Source: an optimization exercise on an open RTL-to-GDS flow (aim: small area and a short achievable clock period). Production flows keep margins and buffers that such runs may drop. The RTL was checked by simulation tests, not by an equivalence proof against the original design.

==> run a: inputs <==
==> flow/design.v <==
module dm_dec3 (
  input  logic [2:0] a,
  output logic [7:0] y
);
  always_comb
    for (int i = 0; i < 8; i++) y[i] = (a == 3'(i));
endmodule
module dm_dec3n (
  input  logic [2:0] a,
  output logic [7:0] y_n
);
  always_comb
    for (int i = 0; i < 8; i++) y_n[i] = (a != 3'(i));
endmodule
module dm_ao8 (
  input  logic [7:0] d,
  input  logic [7:0] s,
  output logic       y
);
  assign y = |(d & s);
endmodule
module dm_en (
  input  logic nw,
  input  logic nb,
  output logic en
);
  assign en = ~(nw | nb);
endmodule
module dm_wl (
  input  logic lo_n,
  input  logic hi_n,
  output logic y
);
  assign y = ~(lo_n | hi_n);
endmodule
module dm_or8 (
  input  logic [7:0] d,
  output logic       y
);
  assign y = |d;
endmodule
module dm_ext (
  input  logic [31:0] word,
  input  logic [3:0]  sw1,     
  input  logic [3:0]  sw2,     
  input  logic [3:0]  sw3,     
  input  logic [31:0] q,
  input  logic [3:0]  s,       
  input  logic        t1,      
  input  logic        t3,      
  input  logic [3:0]  sb,      
  input  logic        u,       
  input  logic [3:0]  sbh,     
  input  logic        hold,
  output logic [31:0] d
);
  always_comb begin
    for (int k = 0; k < 8; k++)
      d[k] = (s[0] & word[k]) | (s[1] & word[8+k]) | (s[2] & word[16+k]) |
             (s[3] & word[24+k]) | (hold & q[k]);
    for (int k = 8; k < 16; k++)
      d[k] = (t1 & word[k]) | (t3 & word[16+k]) | (hold & q[k]) |
             (|(sb & sw1));
    for (int k = 16; k < 24; k++)
      d[k] = (u & word[k]) | (hold & q[k]) | (|(sbh & sw2));
    for (int k = 24; k < 32; k++)
      d[k] = (u & word[k]) | (hold & q[k]) | (|(sbh & sw3));
  end
endmodule
module data_memory_sized #(
  parameter int DEPTH          = 64,
  parameter int ADDR_W         = $clog2(DEPTH) + 2,
  parameter bit CLEAR_ON_RESET = 1'b1
) (
  input  logic              clk,
  input  logic              rst_n,
  input  logic              mem_read,
  input  logic              mem_write,
  input  logic [1:0]        size,
  input  logic              load_unsigned,
  input  logic [ADDR_W-1:0] address,
  input  logic [31:0]       write_data,
  output logic [31:0]       read_data,
  output logic              read_valid,
  output logic              misaligned,
  output logic              busy
);
  localparam int IDX_W = ADDR_W - 2;
  logic [IDX_W-1:0] cnt;
  logic             fill, idle;
  always_ff @(posedge clk or negedge rst_n) begin
    if (!rst_n) begin
      fill <= CLEAR_ON_RESET;
      cnt  <= '0;
    end else if (fill) begin
      cnt <= cnt + 1'b1;
      if (cnt == IDX_W'(DEPTH - 1)) fill <= 1'b0;
    end
  end
  always_ff @(posedge clk or negedge rst_n) begin
    if (!rst_n)                                  idle <= ~CLEAR_ON_RESET;
    else if (fill && cnt == IDX_W'(DEPTH - 1))   idle <= 1'b1;
  end
  assign busy = ~idle;
  logic [5:0]  idx;
  logic [1:0]  ofs;
  logic        aligned, ld, st, lda;
  logic        sz_b, sz_h, sz_w;
  logic [3:0]  be;
  logic [31:0] wlane, wd;
  always_comb begin
    idx  = address[7:2];
    ofs  = address[1:0];
    sz_b = (size == 2'b00);
    sz_h = (size == 2'b01);
    sz_w = (size == 2'b10);
    aligned = sz_b | (sz_h & ~ofs[0]) | (sz_w & (ofs == 2'b00));
    ld  = mem_read & ~fill;
    lda = ld & aligned;
    st  = mem_write & ~fill & aligned;
    case (size)
      2'b00:   be = 4'b0001 << ofs;
      2'b01:   be = ofs[1] ? 4'b1100 : 4'b0011;
      2'b10:   be = 4'b1111;
      default: be = 4'b0000;
    endcase
    case (size)
      2'b00:   wlane = {4{write_data[7:0]}};
      2'b01:   wlane = {2{write_data[15:0]}};
      default: wlane = write_data;
    endcase
    wd = fill ? 32'd0 : wlane;
  end
  logic [31:0] mem [64];
  logic [7:0]  wlo, whi;
  logic [63:0] nwsel;
  logic [3:0]  nbsel;
  logic [3:0]  en [64];
  dm_dec3 u_wlo (.a(idx[2:0]), .y(wlo));
  dm_dec3 u_whi (.a(idx[5:3]), .y(whi));
  always_comb begin
    for (int w = 0; w < 64; w++) nwsel[w] = ~((whi[w/8] & wlo[w%8]) | fill);
    for (int b = 0; b < 4; b++)  nbsel[b] = ~((st & be[b]) | fill);
  end
  for (genvar w = 0; w < 64; w++) begin : g_wen
    for (genvar b = 0; b < 4; b++) begin : g_b
      dm_en u_en (.nw(nwsel[w]), .nb(nbsel[b]), .en(en[w][b]));
    end
  end
  always_ff @(posedge clk) begin
    for (int w = 0; w < 64; w++)
      for (int b = 0; b < 4; b++)
        if (en[w][b]) mem[w][8*b +: 8] <= wd[8*b +: 8];
  end
  logic [7:0]  rlo_n, rhi_n;
  logic [63:0] wl;
  logic [31:0] word, rd_d;
  logic [7:0]  part [32];
  logic [3:0]  sw1, sw2, sw3;
  dm_dec3n u_rlo (.a(idx[2:0]), .y_n(rlo_n));
  dm_dec3n u_rhi (.a(idx[5:3]), .y_n(rhi_n));
  for (genvar w = 0; w < 64; w++) begin : g_wl
    dm_wl u_wl (.lo_n(rlo_n[w%8]), .hi_n(rhi_n[w/8]), .y(wl[w]));
  end
  for (genvar k = 0; k < 32; k++) begin : g_bit
    for (genvar g = 0; g < 8; g++) begin : g_grp
      logic [7:0] col;
      for (genvar i = 0; i < 8; i++) begin : g_w
        assign col[i] = mem[8*g+i][k];
      end
      dm_ao8 u_grp (.d(col), .s(wl[8*g +: 8]), .y(part[k][g]));
    end
    dm_or8 u_word (.d(part[k]), .y(word[k]));
  end
  for (genvar j = 0; j < 4; j++) begin : g_sw
    dm_or8 u_sw1 (.d(part[8*j+7]), .y(sw1[j]));
    dm_or8 u_sw2 (.d(part[8*j+7]), .y(sw2[j]));
    dm_or8 u_sw3 (.d(part[8*j+7]), .y(sw3[j]));
  end
  logic [3:0] s, ss, sb;
  logic       t1, t3, u;
  always_comb begin
    for (int j = 0; j < 4; j++) begin
      s[j]  = lda & (ofs == 2'(j));
      ss[j] = lda & ~load_unsigned &
              ((sz_b & (ofs == 2'(j))) | (sz_h & (j % 2 == 1) & (ofs == 2'(j - 1))));
      sb[j] = ss[j] & sz_b;
    end
    t1 = lda & ((sz_h & ~ofs[1]) | sz_w);
    t3 = lda & sz_h & ofs[1];
    u  = lda & sz_w;
  end
  dm_ext u_ext (
    .word(word), .sw1(sw1), .sw2(sw2), .sw3(sw3), .q(read_data), .s(s),
    .t1(t1), .t3(t3), .sb(sb), .u(u), .sbh(ss), .hold(~ld), .d(rd_d)
  );
  always_ff @(posedge clk or negedge rst_n) begin
    if (!rst_n) begin
      read_data  <= '0;
      read_valid <= 1'b0;
      misaligned <= 1'b0;
    end else begin
      read_data  <= rd_d;
      read_valid <= ld;
      misaligned <= (mem_read | mem_write) & ~fill & ~aligned;
    end
  end
endmodule
==> flow/run.sh <==
#!/bin/bash
# synth_recipe.tcl (not shown) runs the flow's synth.tcl, then flattens the netlist and writes it again
# the make line also repeats each setting of config.mk as NAME=value (left out here)
make -C /OpenROAD-flow-scripts/flow DESIGN_CONFIG=/design/flow/config.mk WORK_HOME=/design/flow/orfs CLKGATE_MAP_FILE= SYNTH_SCRIPT=/design/flow/synth_recipe.tcl finish
==> flow/config.mk <==
export PLATFORM = sky130hd
export DESIGN_NAME = data_memory_sized
export DESIGN_NICKNAME = data_memory_sized
export VERILOG_FILES = /design/flow/design.v
export SDC_FILE = /design/flow/constraint.sdc
export NUM_CORES = 4
export LEC_CHECK = 0
export CAP_MARGIN = 20
export CORE_MARGIN = 2
export CORE_UTILIZATION = 65
export CTS_CLUSTER_DIAMETER = 60
export CTS_CLUSTER_SIZE = 30
export SETUP_SLACK_MARGIN = 2.2
export SLEW_MARGIN = 20
export SYNTH_HIERARCHICAL = 1
==> flow/constraint.sdc <==
create_clock -name core_clock -period 5.0 [get_ports {clk}]
set_input_delay 1.0000 -clock core_clock [delete_from_list [all_inputs] [get_ports {clk}]]
set_output_delay 1.0000 -clock core_clock [all_outputs]
set_load 0.01 [all_outputs]
==> run b: changes against run a <==
==> flow/design.v, changed modules only <==
module data_memory_sized #(
  parameter int DEPTH          = 64,
  parameter int ADDR_W         = $clog2(DEPTH) + 2,
  parameter bit CLEAR_ON_RESET = 1'b1
) (
  input  logic              clk,
  input  logic              rst_n,
  input  logic              mem_read,
  input  logic              mem_write,
  input  logic [1:0]        size,
  input  logic              load_unsigned,
  input  logic [ADDR_W-1:0] address,
  input  logic [31:0]       write_data,
  output logic [31:0]       read_data,
  output logic              read_valid,
  output logic              misaligned,
  output logic              busy
);
  localparam int IDX_W = ADDR_W - 2;
  logic [IDX_W-1:0] cnt;
  logic             fill;
  always_ff @(posedge clk or negedge rst_n) begin
    if (!rst_n) begin
      fill <= CLEAR_ON_RESET;
      cnt  <= '0;
    end else if (fill) begin
      cnt <= cnt + 1'b1;
      if (cnt == IDX_W'(DEPTH - 1)) fill <= 1'b0;
    end
  end
  assign busy = fill;
  logic [IDX_W-1:0] idx;
  logic [1:0]       ofs;
  logic             aligned, ld, st;
  logic [3:0]       be;
  logic [31:0]      wlane, wd;
  always_comb begin
    idx = address[ADDR_W-1:2];
    ofs = address[1:0];
    case (size)
      2'b00:   aligned = 1'b1;
      2'b01:   aligned = ~ofs[0];
      2'b10:   aligned = (ofs == 2'b00);
      default: aligned = 1'b0;
    endcase
    ld = mem_read & ~fill;
    st = mem_write & ~fill & aligned;
    case (size)
      2'b00:   be = 4'b0001 << ofs;
      2'b01:   be = ofs[1] ? 4'b1100 : 4'b0011;
      2'b10:   be = 4'b1111;
      default: be = 4'b0000;
    endcase
    case (size)
      2'b00:   wlane = {4{write_data[7:0]}};
      2'b01:   wlane = {2{write_data[15:0]}};
      default: wlane = write_data;
    endcase
    wd = fill ? 32'd0 : wlane;
  end
  logic [31:0] mem [DEPTH];
  always_ff @(posedge clk) begin
    for (int w = 0; w < DEPTH; w++)
      for (int b = 0; b < 4; b++)
        if (fill || (st && be[b] && idx == IDX_W'(w)))
          mem[w][8*b +: 8] <= wd[8*b +: 8];
  end
  logic [31:0] word, ext;
  logic [7:0]  b0, b1;
  logic        sgn;
  always_comb begin
    word = mem[idx];
    case (ofs)
      2'd0:    b0 = word[7:0];
      2'd1:    b0 = word[15:8];
      2'd2:    b0 = word[23:16];
      default: b0 = word[31:24];
    endcase
    b1  = ofs[1] ? word[31:24] : word[15:8];
    sgn = ~load_unsigned & (size == 2'b00 ? b0[7] : b1[7]);
    ext[7:0]   = b0;
    ext[15:8]  = (size == 2'b00) ? {8{sgn}} : b1;
    ext[31:16] = (size == 2'b10) ? word[31:16] : {16{sgn}};
  end
  always_ff @(posedge clk or negedge rst_n) begin
    if (!rst_n) begin
      read_data  <= '0;
      read_valid <= 1'b0;
      misaligned <= 1'b0;
    end else begin
      read_valid <= ld;
      misaligned <= (mem_read | mem_write) & ~fill & ~aligned;
      if (ld) read_data <= aligned ? ext : 32'd0;
    end
  end
endmodule
// module dm_dec3 removed
// module dm_dec3n removed
// module dm_ao8 removed
// module dm_en removed
// module dm_wl removed
// module dm_or8 removed
// module dm_ext removed
SETUP_SLACK_MARGIN = 2.0   (was 2.2)
SYNTH_HIERARCHICAL = default   (was 1)
==> notes.md <==
Of run b and run a, run b has the higher count of clock-buffer cells in the layout (gap 1). Run b finished with timing, DRC and antenna clean. Run a completed with no timing, DRC or antenna violations. Between run a and run b, the lower global-route usage is in run a (gap 15 points). Clock skew: run b is higher than run a (20 ps). Between run b and run a, the lower synthesized area is in run a (gap 7.2%, measured against run a).

[re-timing with driven ports]
Ports are ideal in the flow. The routed layouts listed here were re-timed in OpenROAD.
Step 1, drivers: a clkbuf_16 drives clk and a buf_2 each remaining input, both assumed.
Step 2 also shifts input and output timing later by t, the mid clock arrival at the registers, as if the neighbouring blocks saw the same clock.
Three values: ideal, step 1, step 2; two values: the first two.
run | shift t [ns] | setup WS [ns] | slew at the worst register clock pin (ns) | worst slew at a driven data input, ns | cell pins on the clock port's net
run a | 0.843 | 2.005 / 1.878 / 1.035 | 0.10 / 0.10 | 0.25 | 1
run b | 0.922 | 1.727 / 1.615 / 0.693 | 0.11 / 0.11 | 0.20 | 1
After both steps every run listed still meets setup and hold. The setup slack of run b, which loses most, moves by -0.112 ns with the drivers and by -1.034 ns with both steps.
